What follows belongs to an exercise in optimizing a design on an open flow for small area, a short achievable clock period and few clock cycles per item; a production flow would make more cautious choices.
Only simulation tests tie the RTL to the original design; equivalence was not proved.
Power and IR drop assume default switching activity.

// gf_addsub_lanes
module gf_addsub_lanes #(
    parameter int               WIDTH   = 32,
    parameter logic [WIDTH-1:0] MODULUS = 32'hec940e71,
    parameter int               LANES   = 4
) (
    input  logic                     i_clk,
    input  logic                     i_rst,
    input  logic                     i_valid,
    output logic                     o_ready,
    input  logic [1:0]               i_op,
    input  logic [LANES*WIDTH-1:0]   i_a,
    input  logic [LANES*WIDTH-1:0]   i_b,
    output logic                     o_valid,
    input  logic                     i_ready,
    output logic [LANES*WIDTH-1:0]   o_out,
    output logic [LANES-1:0]         o_err
);
    localparam int PREFIX_A = 0;
    localparam int PREFIX_B = 2;
    localparam int LOGW   = 5;   
    function automatic logic [WIDTH:0] carries(input logic [WIDTH-1:0] g,
                                               input logic [WIDTH-1:0] p,
                                               input logic             cin,
                                               input int               style);
        logic [WIDTH-1:0] gg, pp, gn, pn;
        gg    = g;
        pp    = p;
        gg[0] = g[0] | (p[0] & cin);
        if (style == 0) begin
            for (int l = 0; l < LOGW; l++) begin
                gn = gg;
                pn = pp;
                for (int i = 0; i < WIDTH; i++) begin
                    if ((i >> l) & 1) begin
                        gn[i] = gg[i] | (pp[i] & gg[((i >> l) << l) - 1]);
                        pn[i] = pp[i] & pp[((i >> l) << l) - 1];
                    end
                end
                gg = gn;
                pp = pn;
  ...
==> module gf_addsub_lanes, before the edit <==
module gf_addsub_lanes #(
    parameter int               WIDTH   = 32,
    parameter logic [WIDTH-1:0] MODULUS = 32'hec940e71,
    parameter int               LANES   = 4
) (
    input  logic                     i_clk,
    input  logic                     i_rst,
    input  logic                     i_valid,
    output logic                     o_ready,
    input  logic [1:0]               i_op,
    input  logic [LANES*WIDTH-1:0]   i_a,
    input  logic [LANES*WIDTH-1:0]   i_b,
    output logic                     o_valid,
    input  logic                     i_ready,
    output logic [LANES*WIDTH-1:0]   o_out,
    output logic [LANES-1:0]         o_err
);
    localparam int PREFIX_A = 0;
    localparam int PREFIX_B = 2;
    localparam int LOGW   = 5;   
    function automatic logic [WIDTH:0] carries(input logic [WIDTH-1:0] g,
                                               input logic [WIDTH-1:0] p,
                                               input logic             cin,
                                               input int               style);
        logic [WIDTH-1:0] gg, pp, gn, pn;
        gg    = g;
        pp    = p;
        gg[0] = g[0] | (p[0] & cin);
        if (style == 0) begin
            for (int l = 0; l < LOGW; l++) begin
                gn = gg;
                pn = pp;
                for (int i = 0; i < WIDTH; i++) begin
                    if ((i >> l) & 1) begin
                        gn[i] = gg[i] | (pp[i] & gg[((i >> l) << l) - 1]);
                        pn[i] = pp[i] & pp[((i >> l) << l) - 1];
                    end
                end
                gg = gn;
                pp = pn;
            end
        end else if (style == 1) begin
            for (int l = 0; l < LOGW; l++) begin
                for (int i = 0; i < WIDTH; i++) begin
                    if (((i + 1) % (2 << l)) == 0) begin
                        gg[i] = gg[i] | (pp[i] & gg[i - (1 << l)]);
                        pp[i] = pp[i] & pp[i - (1 << l)];
                    end
                end
            end
            for (int l = LOGW - 2; l >= 0; l--) begin
                for (int i = 0; i < WIDTH; i++) begin
                    if (((i + 1) % (2 << l)) == (1 << l) && i >= (2 << l)) begin
                        gg[i] = gg[i] | (pp[i] & gg[i - (1 << l)]);
                        pp[i] = pp[i] & pp[i - (1 << l)];
                    end
                end
            end
        end else begin
            for (int l = 0; l < LOGW; l++) begin
                gn = gg;
                pn = pp;
                for (int i = 0; i < WIDTH; i++) begin
                    if (i >= (1 << l)) begin
                        gn[i] = gg[i] | (pp[i] & gg[i - (1 << l)]);
                        pn[i] = pp[i] & pp[i - (1 << l)];
                    end
                end
                gg = gn;
                pp = pn;
            end
        end
        carries = {gg, cin};
    endfunction
    logic sub_c;
    assign sub_c = i_op[0] ^ i_op[1];
    logic [LANES-1:0][WIDTH-1:0] v_c;
    logic [LANES-1:0]            co_c;
    logic [LANES-1:0]            err_c;
    for (genvar k = 0; k < LANES; k++) begin : g_front
        logic [WIDTH-1:0] a, b, xx, yy;
        logic [WIDTH:0]   c1;
        assign a = i_a[k*WIDTH +: WIDTH];
        assign b = i_b[k*WIDTH +: WIDTH];
        assign err_c[k] = (a >= MODULUS) | ((b >= MODULUS) & ~i_op[1]);
        assign xx = a ^ {WIDTH{~(i_op[0] & ~i_op[1])}};
        assign yy = ~(b | {WIDTH{i_op[1]}});
        assign c1      = carries(xx & yy, xx ^ yy, ~(i_op[0] & i_op[1]), PREFIX_A);
        assign v_c[k]  = xx ^ yy ^ c1[WIDTH-1:0];
        assign co_c[k] = c1[WIDTH] ^ ~(i_op[0] | i_op[1]);
    end
    logic [LANES-1:0][WIDTH-1:0] v_q;
    logic [LANES-1:0]            co_q;
    logic                        sub_q;
    assign o_ready = ~o_valid | i_ready;
    always_ff @(posedge i_clk) begin
        if (i_rst) begin
            o_valid <= 1'b0;
        end else if (o_ready) begin
            o_valid <= i_valid;
        end
    end
    always_ff @(posedge i_clk) begin
        if (o_ready) begin
            v_q   <= v_c;
            co_q  <= co_c;
            sub_q <= sub_c;
            o_err <= err_c;
        end
    end
    for (genvar k = 0; k < LANES; k++) begin : g_back
        logic [WIDTH-1:0] v, d;
        logic [WIDTH:0]   cw;
        logic             pick;
        assign v    = v_q[k];
        assign cw   = carries(v & MODULUS, v | MODULUS, 1'b0, PREFIX_B);
        assign d    = MODULUS ^ cw[WIDTH-1:0];
        assign pick = sub_q ? ~co_q[k] : (co_q[k] | ~cw[WIDTH]);
        assign o_out[k*WIDTH +: WIDTH] = v ^ {WIDTH{~sub_q}} ^ (d & {WIDTH{pick}});
    end
endmodule
==> flow/config.mk <==
export PLATFORM = sky130hd
export DESIGN_NAME = gf_addsub_lanes
export DESIGN_NICKNAME = gf_addsub_lanes
export VERILOG_FILES = /design/flow/design.v
export SDC_FILE = /design/flow/constraint.sdc
export NUM_CORES = 4
export LEC_CHECK = 0
export CAP_MARGIN = 20
export CORE_MARGIN = 2
export CORE_UTILIZATION = 40
export CTS_BUF_LIST = sky130_fd_sc_hd__clkbuf_8
export GPL_TIMING_DRIVEN = 0
export SETUP_SLACK_MARGIN = 1.0
export SLEW_MARGIN = 20
==> flow/constraint.sdc <==
create_clock -name core_clock -period 5.5 [get_ports {i_clk}]
set_input_delay 1.1000 -clock core_clock [delete_from_list [all_inputs] [get_ports {i_clk}]]
set_output_delay 1.1000 -clock core_clock [all_outputs]
set_load 0.01 [all_outputs]
standard.sh (not shown) runs the stock make flow with config.mk's settings and CLKGATE_MAP_FILE= SYNTH_SCRIPT=/design/flow/synth_recipe.tcl, a recipe that flattens the netlist after the stock synthesis.
==> flow/flow/run.sh <==
#!/bin/bash
# Layout flow: the standard ORFS flow (standard.sh) with these changes:
#  - the ports get plain sky130_fd_sc_hd__buf_1 buffers instead of delay cells;
#  - if flow/abc.script exists, synthesis maps the logic with that ABC script in place
#    of ORFS's speed script (everything else in the synthesis is the standard flow's own script);
#  - settings in flow/env.sh (if any) are exported before the flow runs.
# Each tool's full output goes to the ORFS logs under orfs/logs; make's own output
# goes to flow_make.log here.
set -euo pipefail
W=$(pwd)
export BUFFER_PORTS_ARGS="-buffer_cell sky130_fd_sc_hd__buf_1"
if [[ -f flow/env.sh ]]; then source flow/env.sh; fi
SYN=$W/synth_recipe.tcl
if [[ -f flow/abc.script ]]; then
  cat > $W/flow_synth.tcl <<EOT
proc abc {args} {
  set i [lsearch -exact \$args -script]
  if {\$i >= 0} { lset args [expr {\$i + 1}] $W/flow/abc.script }
  yosys abc {*}\$args
}
source $W/synth_recipe.tcl
EOT
  SYN=$W/flow_synth.tcl
fi
sed "s#SYNTH_SCRIPT=$W/synth_recipe.tcl#SYNTH_SCRIPT=$SYN#" standard.sh > flow_standard.sh
bash flow_standard.sh > flow_make.log 2>&1
==> flow/flow/env.sh <==
export REMOVE_ABC_BUFFERS=1
Testbench counts at the start, summed over its fixed seeds: cycles 12,008, items 12,000.
Next try:
--- a/flow/design.v
+++ b/flow/design.v
@@ -14,11 +14,11 @@
     input  logic                     i_ready,
     output logic [LANES*WIDTH-1:0]   o_out,
     output logic [LANES-1:0]         o_err
 );
     localparam int PREFIX_A = 0;
-    localparam int PREFIX_B = 2;
+    localparam int PREFIX_B = 0;
     localparam int LOGW   = 5;   
     function automatic logic [WIDTH:0] carries(input logic [WIDTH-1:0] g,
                                                input logic [WIDTH-1:0] p,
                                                input logic             cin,
                                                input int               style);
@@ -70,26 +70,27 @@
                 pp = pn;
             end
         end
         carries = {gg, cin};
     endfunction
-    logic sub_c;
+    logic sub_c, cin_c, neg_c;
     assign sub_c = i_op[0] ^ i_op[1];
+    assign cin_c = i_op[0] & ~i_op[1];
+    assign neg_c = i_op[1] & ~i_op[0];
     logic [LANES-1:0][WIDTH-1:0] v_c;
     logic [LANES-1:0]            co_c;
     logic [LANES-1:0]            err_c;
     for (genvar k = 0; k < LANES; k++) begin : g_front
-        logic [WIDTH-1:0] a, b, xx, yy;
+        logic [WIDTH-1:0] a, b, y;
         logic [WIDTH:0]   c1;
         assign a = i_a[k*WIDTH +: WIDTH];
         assign b = i_b[k*WIDTH +: WIDTH];
         assign err_c[k] = (a >= MODULUS) | ((b >= MODULUS) & ~i_op[1]);
-        assign xx = a ^ {WIDTH{~(i_op[0] & ~i_op[1])}};
-        assign yy = ~(b | {WIDTH{i_op[1]}});
-        assign c1      = carries(xx & yy, xx ^ yy, ~(i_op[0] & i_op[1]), PREFIX_A);
-        assign v_c[k]  = xx ^ yy ^ c1[WIDTH-1:0];
-        assign co_c[k] = c1[WIDTH] ^ ~(i_op[0] | i_op[1]);
+        assign y = i_op[1] ? {WIDTH{~i_op[0]}} : (b ^ {WIDTH{i_op[0]}});
+        assign c1      = carries(a & y, a ^ y, cin_c, PREFIX_A);
+        assign v_c[k]  = a ^ y ^ c1[WIDTH-1:0] ^ {WIDTH{~cin_c}};
+        assign co_c[k] = c1[WIDTH] ^ neg_c;
     end
     logic [LANES-1:0][WIDTH-1:0] v_q;
     logic [LANES-1:0]            co_q;
     logic                        sub_q;
     assign o_ready = ~o_valid | i_ready;
Result: The new run finished clean; via count increases by 8.8%; die area came out higher by 8.6%; first-iteration DRC count grows by 38%; sequential power came out higher by 14%; power is higher by 22%; non-clock buffer count climbs by 15; critical path depth falls by 12; final area is higher by 9.1%; register-to-register slack gains 0.29 ns; synthesized area rises by 8.8%; cell count rises by 5.9%.
Testbench counts after the change, summed over its fixed seeds: cycles 12,008, items 12,000.

==> separate check: timing with driven ports <==
No port has a modelled driver above. Below, the same layouts with a new extraction and two added sets of constraints. Step 1 assumes that a clkbuf_16 drives the clock port and a buf_2 every other input. Step 2 times the ports against the registers' clock, not the clock port: input delays grow and output delays shrink by t, the midpoint of the rising clock arrivals with the driver on. Slacks: ideal ports / drivers / drivers and shift; pairs: ideal ports / drivers.
| run | shift t [ns] | slack for setup (ns) | hold WS [ns] | worst setup path after step 2 | worst slew at a driven data input, ns |
|---|---|---|---|---|---|
| the first run | 0.508 | 1.071 / 1.052 / 0.544 | 0.774 / 0.758 / 1.062 | input to register | 0.10 |
| the second run | 0.518 | 1.089 / 0.905 / 0.386 | 0.769 / 0.758 / 1.035 | input to register | 0.26 |
After both steps setup and hold are still met in every run listed. The setup slack of the second run, which loses most, moves by -0.184 ns with the drivers and by -0.703 ns with both steps.
